From an optimization exercise on the open Yosys and OpenROAD flow, aimed at small area; shortcuts taken in it are not production practice.
Only simulation tests tie the RTL to the original design; equivalence was not proved.
No activity file was given, so power comes from the tool's default toggle rates.

==> job 4168: inputs <==
==> flow/design.v <==
module my_converter_64_2_256 #(
    parameter int C_M_AXIS_DATA_WIDTH  = 256,
    parameter int C_S_AXIS_DATA_WIDTH  = 64,
    parameter int C_M_AXIS_TUSER_WIDTH = 128,
    parameter int C_S_AXIS_TUSER_WIDTH = 128
) (
    input  logic                              axi_aclk,
    input  logic                              axi_reset,
    input  logic [C_S_AXIS_DATA_WIDTH-1:0]    s_axis_tdata,
    input  logic [C_S_AXIS_DATA_WIDTH/8-1:0]  s_axis_tstrb,
    input  logic [C_S_AXIS_TUSER_WIDTH-1:0]   s_axis_tuser,
    input  logic                              s_axis_tvalid,
    output logic                              s_axis_tready,
    input  logic                              s_axis_tlast,
    output logic [C_M_AXIS_DATA_WIDTH-1:0]    m_axis_tdata,
    output logic [C_M_AXIS_DATA_WIDTH/8-1:0]  m_axis_tstrb,
    output logic [C_M_AXIS_TUSER_WIDTH-1:0]   m_axis_tuser,
    output logic                              m_axis_tvalid,
    input  logic                              m_axis_tready,
    output logic                              m_axis_tlast
);
    localparam int SW = C_S_AXIS_DATA_WIDTH;
    localparam int SB = C_S_AXIS_DATA_WIDTH / 8;
    localparam int MW = C_M_AXIS_DATA_WIDTH;
    localparam int MB = C_M_AXIS_DATA_WIDTH / 8;
    logic [1:0]                        lane_q;
    logic                              m_vld_q;
    logic [MW-1:0]                     m_data_q;
    logic [MB-1:0]                     m_strb_q;
    logic [C_M_AXIS_TUSER_WIDTH-1:0]   m_user_q;
    logic                              m_last_q;
    logic       accept;
    logic       complete;
    logic [3:0] ld;      
    logic [3:0] hold;    
    assign s_axis_tready = !axi_reset && (!m_vld_q || m_axis_tready);
    assign accept        = s_axis_tvalid && s_axis_tready;
    assign complete      = accept && (s_axis_tlast || lane_q == 2'd3);
    assign m_axis_tdata  = m_data_q;
    assign m_axis_tstrb  = m_strb_q;
    assign m_axis_tuser  = m_user_q;
    assign m_axis_tvalid = m_vld_q;
    assign m_axis_tlast  = m_last_q;
    always_comb begin
        for (int i = 0; i < 4; i++) ld[i] = accept && lane_q == 2'(i);
        hold[0] = !ld[0];
        for (int i = 1; i < 4; i++) hold[i] = !ld[i] && !ld[0];
    end
    always_ff @(posedge axi_aclk or posedge axi_reset) begin
        if (axi_reset) begin
            lane_q  <= '0;
            m_vld_q <= 1'b0;
        end else begin
            if (complete)    lane_q <= 2'd0;
            else if (accept) lane_q <= lane_q + 2'd1;
            m_vld_q <= complete || (m_vld_q && !m_axis_tready);
        end
    end
    logic [MW-1:0]                   m_data_d;
    logic [MB-1:0]                   m_strb_d;
    logic [C_M_AXIS_TUSER_WIDTH-1:0] m_user_d;
    for (genvar i = 0; i < 4; i++) begin : g_lane
        upconv_lane_sel #(.W(SW + SB)) u_sel (
            .ld   (ld[i]),
            .hold (hold[i]),
            .d    ({s_axis_tstrb, s_axis_tdata}),
            .q    ({m_strb_q[i*SB +: SB], m_data_q[i*SW +: SW]}),
            .y    ({m_strb_d[i*SB +: SB], m_data_d[i*SW +: SW]})
        );
    end
    upconv_lane_sel #(.W(C_M_AXIS_TUSER_WIDTH)) u_sel_user (
        .ld   (ld[0]),
        .hold (hold[0]),
        .d    (s_axis_tuser),
        .q    (m_user_q),
        .y    (m_user_d)
    );
    logic m_last_d;
    upconv_lane_sel #(.W(1)) u_sel_last (
        .ld   (accept),
        .hold (!accept),
        .d    (s_axis_tlast),
        .q    (m_last_q),
        .y    (m_last_d)
    );
    always_ff @(posedge axi_aclk) begin
        m_data_q <= m_data_d;
        m_strb_q <= m_strb_d;
        m_user_q <= m_user_d;
        m_last_q <= m_last_d;
    end
endmodule
module upconv_lane_sel #(
    parameter int W = 72
) (
    input  logic         ld,
    input  logic         hold,
    input  logic [W-1:0] d,
    input  logic [W-1:0] q,
    output logic [W-1:0] y
);
    assign y = ({W{ld}} & d) | ({W{hold}} & q);
endmodule
==> flow/flow/run.sh <==
#!/bin/bash
# Standard ORFS layout with two changes:
#  - synthesis maps logic with an area-recovering ABC script (strash; dch; amap), on a private
#    copy of the ORFS scripts; everything else in synthesis is the standard one, so the
#    registers (names, count, cell types) are exactly the standard synthesis's;
#  - the port buffers that global placement inserts are buf_1 cells.
set -euo pipefail
cp -r "$FLOW_HOME/scripts" ./myscripts
printf 'strash\ndch\namap\ntopo\n' > myscripts/abc_area.script
bash standard.sh "SCRIPTS_DIR=$PWD/myscripts" synth > synth_stage.log 2>&1
bash standard.sh "BUFFER_PORTS_ARGS=-buffer_cell sky130_fd_sc_hd__buf_1" finish > layout_stage.log 2>&1
==> flow/standard.sh <==
#!/bin/bash
# synth_recipe.tcl (not shown) runs the flow's synth.tcl, then flattens the netlist and writes it again
# the make line also repeats each setting of config.mk as NAME=value (left out here)
make -C /OpenROAD-flow-scripts/flow DESIGN_CONFIG=/design/flow/config.mk WORK_HOME=/design/flow/orfs CLKGATE_MAP_FILE= SYNTH_SCRIPT=/design/flow/synth_recipe.tcl "${@:-finish}"
==> flow/config.mk <==
export PLATFORM = sky130hd
export DESIGN_NAME = my_converter_64_2_256
export DESIGN_NICKNAME = my_converter_64_2_256
export VERILOG_FILES = /design/flow/design.v
export SDC_FILE = /design/flow/constraint.sdc
export NUM_CORES = 4
export LEC_CHECK = 0
export ABC_AREA = 1
export CAP_MARGIN = 20
export CORE_MARGIN = 2
export CORE_UTILIZATION = 40
export SLEW_MARGIN = 20
export SYNTH_HIERARCHICAL = 1
==> flow/constraint.sdc <==
create_clock -name core_clock -period 5.0 [get_ports {axi_aclk}]
set_input_delay 1.0000 -clock core_clock [delete_from_list [all_inputs] [get_ports {axi_aclk}]]
set_output_delay 1.0000 -clock core_clock [all_outputs]
set_load 0.01 [all_outputs]
==> inputs of job 9522, as changes to job 4168 <==
==> flow/design.v, changed modules only <==
module my_converter_64_2_256 #(
    parameter int C_M_AXIS_DATA_WIDTH  = 256,
    parameter int C_S_AXIS_DATA_WIDTH  = 64,
    parameter int C_M_AXIS_TUSER_WIDTH = 128,
    parameter int C_S_AXIS_TUSER_WIDTH = 128
) (
    input  logic                              axi_aclk,
    input  logic                              axi_reset,
    input  logic [C_S_AXIS_DATA_WIDTH-1:0]    s_axis_tdata,
    input  logic [C_S_AXIS_DATA_WIDTH/8-1:0]  s_axis_tstrb,
    input  logic [C_S_AXIS_TUSER_WIDTH-1:0]   s_axis_tuser,
    input  logic                              s_axis_tvalid,
    output logic                              s_axis_tready,
    input  logic                              s_axis_tlast,
    output logic [C_M_AXIS_DATA_WIDTH-1:0]    m_axis_tdata,
    output logic [C_M_AXIS_DATA_WIDTH/8-1:0]  m_axis_tstrb,
    output logic [C_M_AXIS_TUSER_WIDTH-1:0]   m_axis_tuser,
    output logic                              m_axis_tvalid,
    input  logic                              m_axis_tready,
    output logic                              m_axis_tlast
);
    localparam int SW = C_S_AXIS_DATA_WIDTH;
    localparam int SB = C_S_AXIS_DATA_WIDTH / 8;
    localparam int MW = C_M_AXIS_DATA_WIDTH;
    localparam int MB = C_M_AXIS_DATA_WIDTH / 8;
    logic [1:0]                        lane_q, lane_d;
    logic [3*SW-1:0]                   acc_data_q, acc_data_d;
    logic [3*SB-1:0]                   acc_strb_q, acc_strb_d;
    logic [C_S_AXIS_TUSER_WIDTH-1:0]   acc_user_q, acc_user_d;
    logic [MW-1:0]                     m_data_q, m_data_d;
    logic [MB-1:0]                     m_strb_q, m_strb_d;
    logic [C_M_AXIS_TUSER_WIDTH-1:0]   m_user_q, m_user_d;
    logic                              m_vld_q, m_vld_d;
    logic                              m_last_q, m_last_d;
    logic          accept;
    logic          complete;
    logic [MW-1:0] word_data;
    logic [MB-1:0] word_strb;
    assign s_axis_tready = !axi_reset && (!m_vld_q || m_axis_tready);
    assign accept        = s_axis_tvalid && s_axis_tready;
    assign complete      = accept && (s_axis_tlast || lane_q == 2'd3);
    assign m_axis_tdata  = m_data_q;
    assign m_axis_tstrb  = m_strb_q;
    assign m_axis_tuser  = m_user_q;
    assign m_axis_tvalid = m_vld_q;
    assign m_axis_tlast  = m_last_q;
    always_comb begin
        word_data = '0;
        word_strb = '0;
        for (int i = 0; i < 3; i++) begin
            if (lane_q > 2'(i)) begin
                word_data[i*SW +: SW] = acc_data_q[i*SW +: SW];
                word_strb[i*SB +: SB] = acc_strb_q[i*SB +: SB];
            end
        end
        for (int i = 0; i < 4; i++) begin
            if (lane_q == 2'(i)) begin
                word_data[i*SW +: SW] = s_axis_tdata;
                word_strb[i*SB +: SB] = s_axis_tstrb;
            end
        end
    end
    always_comb begin
        lane_d     = lane_q;
        acc_data_d = acc_data_q;
        acc_strb_d = acc_strb_q;
        acc_user_d = acc_user_q;
        m_data_d   = m_data_q;
        m_strb_d   = m_strb_q;
        m_user_d   = m_user_q;
        m_vld_d    = m_vld_q;
        m_last_d   = m_last_q;
        if (m_vld_q && m_axis_tready) begin
            m_vld_d = 1'b0;
        end
        if (complete) begin
            lane_d   = 2'd0;
            m_data_d = word_data;
            m_strb_d = word_strb;
            m_user_d = (lane_q == 2'd0) ? s_axis_tuser : acc_user_q;
            m_last_d = s_axis_tlast;
            m_vld_d  = 1'b1;
        end else if (accept) begin
            lane_d = lane_q + 2'd1;
            for (int i = 0; i < 3; i++) begin
                if (lane_q == 2'(i)) begin
                    acc_data_d[i*SW +: SW] = s_axis_tdata;
                    acc_strb_d[i*SB +: SB] = s_axis_tstrb;
                end
            end
            if (lane_q == 2'd0) begin
                acc_user_d = s_axis_tuser;
            end
        end
    end
    always_ff @(posedge axi_aclk or posedge axi_reset) begin
        if (axi_reset) begin
            lane_q     <= '0;
            acc_data_q <= '0;
            acc_strb_q <= '0;
            acc_user_q <= '0;
            m_data_q   <= '0;
            m_strb_q   <= '0;
            m_user_q   <= '0;
            m_vld_q    <= 1'b0;
            m_last_q   <= 1'b0;
        end else begin
            lane_q     <= lane_d;
            acc_data_q <= acc_data_d;
            acc_strb_q <= acc_strb_d;
            acc_user_q <= acc_user_d;
            m_data_q   <= m_data_d;
            m_strb_q   <= m_strb_d;
            m_user_q   <= m_user_d;
            m_vld_q    <= m_vld_d;
            m_last_q   <= m_last_d;
        end
    end
endmodule
// module upconv_lane_sel removed
==> flow/run.sh (new file) <==
#!/bin/bash
# synth_recipe.tcl (not shown) runs the flow's synth.tcl, then flattens the netlist and writes it again
# the make line also repeats each setting of config.mk as NAME=value (left out here)
make -C /OpenROAD-flow-scripts/flow DESIGN_CONFIG=/design/flow/config.mk WORK_HOME=/design/flow/orfs CLKGATE_MAP_FILE= SYNTH_SCRIPT=/design/flow/synth_recipe.tcl finish
Settings changed: ABC_AREA 1 to unset, SYNTH_HIERARCHICAL 1 to unset.
removed: flow/flow/run.sh
removed: flow/standard.sh
==> qor summary <==
| quantity | job 9522 | job 4168 |
|---|---|---|
| Outcome | complete, no violations | complete, no violations |
| CP startpoint kind | flip-flop | input port |
| Met1 Track Usage GR | 26.8% | 30.8% |
| Maximum achievable frequency | 290 MHz | 319 MHz |
| Die Width | 290 µm | 179 µm |
| All-Layer GR Usage | 21.9% | 25.8% |
| Non-clock buffer instance count of the final layout | 665 | 634 |
| # rows | 104 | 64 |
| Worst-margin pin slew | 1.31 ns | 1.01 ns |
| Worst Slack Setup Final | 1.55 ns | 1.87 ns |
| Number of design-rule violations left by the first detailed-router iteration | 1025 | 552 |
| Delay of the slowest critical-path stage | 0.71 ns | 0.50 ns |
| Top cell type by total area after synthesis | dfrtp_1 | dfxtp_1 |
| WP data arrival | 3.93 ns | 3.59 ns |
| Reported combinational group power | 7.82 mW | 3.97 mW |
| Dpl cells | 3875 | 1893 |
| First-pass GRT wire length | 142000 µm | 62800 µm |
| Fraction of synthesized area in multiplexers | 30.6% | 0% |
| Non-CTS inverters | 5 | 6 |
| WS Path Type | flip-flop to flip-flop | input port to flip-flop |
| Adder-Cell Fraction of Synth Area | 0.153% | 0.409% |
| Cell area power density | 561 mW/mm² | 767 mW/mm² |
| Worst vdd rail ir drop | 0.000321 V | 0.000361 V |
| Detailed-routed wire length on met2 | 44000 µm | 22200 µm |
| Placeable Area | 0.0807 mm² | 0.0303 mm² |
| Clock power frac | 25.3% | 25.2% |

[afterwards: timing with drivers on the ports]
The flow's constraints put no driver on any port. The routed layouts listed below were extracted and timed again, unchanged, in two steps.
Step 1, drivers: a clkbuf_16 drives axi_aclk and a buf_2 each remaining input, both assumed.
Step 2, shift: input delay + t, output delay - t, t = (earliest + latest rising clock arrival at the registers) / 2. This alone moves slack from input paths to output paths.
Slacks: ideal / step 1 / step 2; pairs: ideal / step 1.
run	t (ns)	slack for setup (ns)	clock arrival spread, ns
job 4168	0.568	1.868 / 1.895 / 1.327	0.018 / 0.017
job 9522	0.678	1.553 / 1.553 / 1.389	0.031 / 0.030
After both steps setup and hold are still met in every run listed. The setup slack of job 4168, which loses most, moves by +0.027 ns with the drivers and by -0.541 ns with both steps.
